Source: an optimization exercise on an open RTL-to-GDS flow (aim: small area, a short achievable clock period and few clock cycles per item). Production flows keep margins and buffers that such runs may drop.
Function was checked by simulation only, so behaviour that the tests miss may differ from the original.

## line_follow_pid_drive
module line_follow_pid_drive (
    input  logic                                  aclk,
    input  logic                                  aresetn,
    input  logic                                  cfg_wr_en,
    input  logic [lfpd_pkg::CFG_IDX_W-1:0]        cfg_index,
    input  logic [lfpd_pkg::GAIN_W-1:0]           cfg_wdata,
    input  logic                                  s_valid,
    output logic                                  s_ready,
    input  logic [lfpd_pkg::SENSOR_W-1:0]         s_sensor_bits,
    output logic                                  m_valid,
    input  logic                                  m_ready,
    output logic signed [lfpd_pkg::DUTY_W-1:0]    m_left_duty,
    output logic signed [lfpd_pkg::DUTY_W-1:0]    m_right_duty,
    output logic                                  m_left_reverse,
    output logic                                  m_right_reverse,
    output logic                                  m_line_lost,
    output logic signed [lfpd_pkg::POS_W-1:0]     m_line_position
);
    lfpd_pkg::cfg_t  cfg_reg;
    logic [4:0]      wdata_q;
    logic [3:0]      wdata_r;
    assign wdata_q = 5'(cfg_wdata / 8'd10);
    assign wdata_r = 4'(cfg_wdata % 8'd10);
    always_ff @(posedge aclk) begin
        if (!aresetn) begin
            cfg_reg.kp_q        <= 5'd1;
            cfg_reg.kp_r        <= 4'd0;
            cfg_reg.ki_gain     <= lfpd_pkg::KI_RESET;
            cfg_reg.kd_q        <= 5'd0;
            cfg_reg.kd_r        <= 4'd5;
            cfg_reg.top_speed   <= lfpd_pkg::MAX_RESET;
            cfg_reg.floor_speed <= lfpd_pkg::MIN_RESET;
  ...
For scale: roughly 2400 cells after synthesis, about 53 I/O pins, ~21000 um2 of cells after synthesis.
export LEC_CHECK = 0
export CAP_MARGIN = 20
export CORE_MARGIN = 2
export CORE_UTILIZATION = 40
export SETUP_SLACK_MARGIN = 1
export SLEW_MARGIN = 20
create_clock -name core_clock -period 12.0 [get_ports {aclk}]
standard.sh (not shown) runs the stock make flow with config.mk's settings and CLKGATE_MAP_FILE= SYNTH_SCRIPT=/design/flow/synth_recipe.tcl, a recipe that flattens the netlist after the stock synthesis.
==> flow/flow/run.sh <==
#!/bin/bash
# Standard layout with one netlist step added after synthesis: flow/invopt.py
# removes inverters around the full adders of the synthesized netlist (a full
# adder is self-dual, so complementing all of its inputs complements its
# outputs). Registers and every other cell are left as synthesis made them.
set -euo pipefail
R=orfs/results/${FLOW_PLATFORM}/line_follow_pid_drive/base
bash standard.sh synth > synth.log 2>&1
cp "$R/1_2_yosys.v" "$R/1_2_yosys.std.v"
python3 flow/invopt.py "$R/1_2_yosys.std.v" "$R/1_2_yosys.v" > invopt.log 2>&1
rm -f "$R/1_synth.odb" "$R/1_synth.sdc"
bash standard.sh > layout.log 2>&1
Other scripts of this flow, unchanged in this note and not shown: flow/flow/invopt.py
Testbench counts at the start, summed over its fixed seeds: cycles 1,936, items 1,920.
==> next run, changes <==
SETUP_SLACK_MARGIN = 2   (was 1)
Outcome: Maximum frequency went up by a little under a tenth; count of clock-buffer cells in the layout stays the same; via count went up by a few percent; clock skew is about the same; wire length went up by a few percent; worst setup slack is better by 0.74 ns; sequential share of layout area went down by 0.47 points.
==> next run, changes <==
SETUP_SLACK_MARGIN = unset   (was 2)
=>
- setup slack degrades by 1.5 ns
- via count went down by a few percent
- first-iteration DRC count came out higher by a few percent
- register-to-register slack loses 0.97 ns

* * *

Starting RTL as in the previous note.
==> flow/config.mk <==
export PLATFORM = sky130hd
export DESIGN_NAME = line_follow_pid_drive
export DESIGN_NICKNAME = line_follow_pid_drive
export VERILOG_FILES = /design/flow/design.v
export SDC_FILE = /design/flow/constraint.sdc
export NUM_CORES = 4
export LEC_CHECK = 0
export CAP_MARGIN = 20
export CORE_MARGIN = 2
export CORE_UTILIZATION = 40
export SETUP_SLACK_MARGIN = 1.5
export SLEW_MARGIN = 20
==> flow/constraint.sdc <==
create_clock -name core_clock -period 12.0 [get_ports {aclk}]
set_input_delay 2.4000 -clock core_clock [delete_from_list [all_inputs] [get_ports {aclk}]]
set_output_delay 2.4000 -clock core_clock [all_outputs]
set_load 0.01 [all_outputs]
Scripts as last shown in full above: flow/flow/run.sh
Other scripts of this flow, unchanged in this note and not shown: flow/flow/invopt.py
Testbench counts at the start, summed over its fixed seeds: cycles 1,936, items 1,920.
==> next run, changes <==
--- a/flow/config.mk
+++ b/flow/config.mk
@@ -11 +11 @@
-export SETUP_SLACK_MARGIN = 1.5
+export SETUP_SLACK_MARGIN = 3
What happened: Hold slack gains 0.014 ns; sequential share of layout area falls by 0.59 points; flip-flop and latch count is unchanged; fmax rises by a few percent; design area rises by a little under a tenth; setup slack gains 0.36 ns.

* * *

Another version of the RTL of line_follow_pid_drive (not shown whole).
Size: about 53 I/O pins.
clock: 12.0 ns
lec_check: 0
cap_margin: 20
core_margin: 2
core_utilization: 40
setup_slack_margin: 2
slew_margin: 20
Scripts as last shown in full above: flow/flow/run.sh
Other scripts of this flow, unchanged in this note and not shown: flow/flow/invopt.py
Testbench counts at the start, summed over its fixed seeds: cycles 1,944, items 1,920.
Change:
--- a/flow/config.mk
+++ b/flow/config.mk
@@ -10,3 +10,2 @@
 export CORE_UTILIZATION = 40
-export SETUP_SLACK_MARGIN = 2
 export SLEW_MARGIN = 20
Result: The new run went through all stages and came out clean. Design area shrinks by about 1.1%. Global-route usage barely changes. Maximum frequency shrinks by 8.0%. First-iteration DRC count shrinks by about 1.4%. Final cell count shrinks by 0.55%. Critical path depth shrinks by 1. Worst setup slack loses 830 ps. Synthesized cell count is unchanged. Wire length shrinks by 0.86%.

* * *

run A:
Another version of the RTL of line_follow_pid_drive (not shown whole).
Size: ~53 I/O pins.
Settings: LEC_CHECK=0, ABC_AREA=1, CAP_MARGIN=20, CORE_MARGIN=2, CORE_UTILIZATION=40, SETUP_SLACK_MARGIN=3, SLEW_MARGIN=20; clock period 12.0 ns.
Scripts as last shown in full above: flow/flow/run.sh
Other scripts of this flow, unchanged in this note and not shown: flow/flow/invopt.py
Run A finished every stage and its layout cleared the timing, DRC and antenna checks.
Testbench counts of run A, summed over its fixed seeds: cycles 1,944, items 1,920.
What run B does differently from run A at the input level:
- CORE_UTILIZATION: 40 -> 55
- ABC_AREA: 1 -> unset
Findings:
Routed via count for run B: 2100 down relative to run A. Worst hold slack across all endpoints essentially unchanged between run A and run B. The routed wire length in run B was lower than what run A gave.
Modified inputs, run C compared to run B
- CORE_UTILIZATION: 55 -> 70
Findings:
Going from run B to run C, width of the die shrank by more than 10%. Run C vs run B: final non-filler cell total down by a few percent. Status: data required time at the worst endpoint parity (run B, run C). Global-route usage ended up 7.3 points higher on run C than on run B. Run B → run C: wire length on met1 saw a decrease; number of instances in the placed design saw a decrease. Utilization is lower on run B.
Inputs modified between run C and run D:
- a change of CORE_UTILIZATION from 70 to 55
- a change of SETUP_SLACK_MARGIN from 3 to 3.5
Results
- Between run D and run C, the difference in first-pass GRT wire length is negligible.
- In the metrics for run D and run C, the one carrying the lower post-CTS repair timing setup buffer count is run C.
- Routing usage on met2: run D < run C
- Looking only at synthesis-to-finish area growth, and setting everything else aside, the lower value of run D and run C goes to run C.
- In the reports for run D and run C, the larger final design area excluding fillers belongs to run D.
- [run D vs run C] setup slack: higher in run D

==> separate check: timing with driven ports <==
In the flow no input, the clock included, has a driving cell. The finished layouts below were timed again as built, in two steps.
Step 1: set_driving_cell puts a clkbuf_16 on aclk and a buf_2 on each other input, an assumption about the parent block.
Step 2 also shifts input and output timing later by t, the mid clock arrival at the registers, as if the neighbouring blocks saw the same clock.
Three values: no drivers, after step 1, after step 2; two values: the first two.
run | t, ns | setup slack, ns | worst register clock-pin slew, ns
the first run of note 1 | 0.408 | 1.292 / 1.244 / 1.652 | 0.08 / 0.08
the second run of note 1 | 0.407 | 2.032 / 1.983 / 2.325 | 0.08 / 0.08
the third run of note 1 | 0.411 | 0.573 / 0.525 / 0.936 | 0.08 / 0.08
the first run of note 2 | 0.411 | 1.715 / 1.667 / 2.015 | 0.08 / 0.08
the second run of note 2 | 0.408 | 2.072 / 2.024 / 2.432 | 0.08 / 0.08
the first run of note 3 | 0.492 | 2.445 / 2.445 / 2.445 | 0.07 / 0.07
the second run of note 3 | 0.490 | 1.611 / 1.611 / 1.611 | 0.07 / 0.07
run A | 0.496 | 3.224 / 3.224 / 3.072 | 0.07 / 0.07
run B | 0.480 | 3.306 / 3.306 / 3.054 | 0.07 / 0.07
run C | 0.467 | 3.008 / 3.008 / 3.008 | 0.07 / 0.07
run D | 0.488 | 3.387 / 3.387 / 3.387 | 0.06 / 0.06
After both steps every run listed still meets setup and hold. For run B, which loses most, drivers alone change the setup slack by 0.000 ns; drivers and shift together by -0.252 ns.
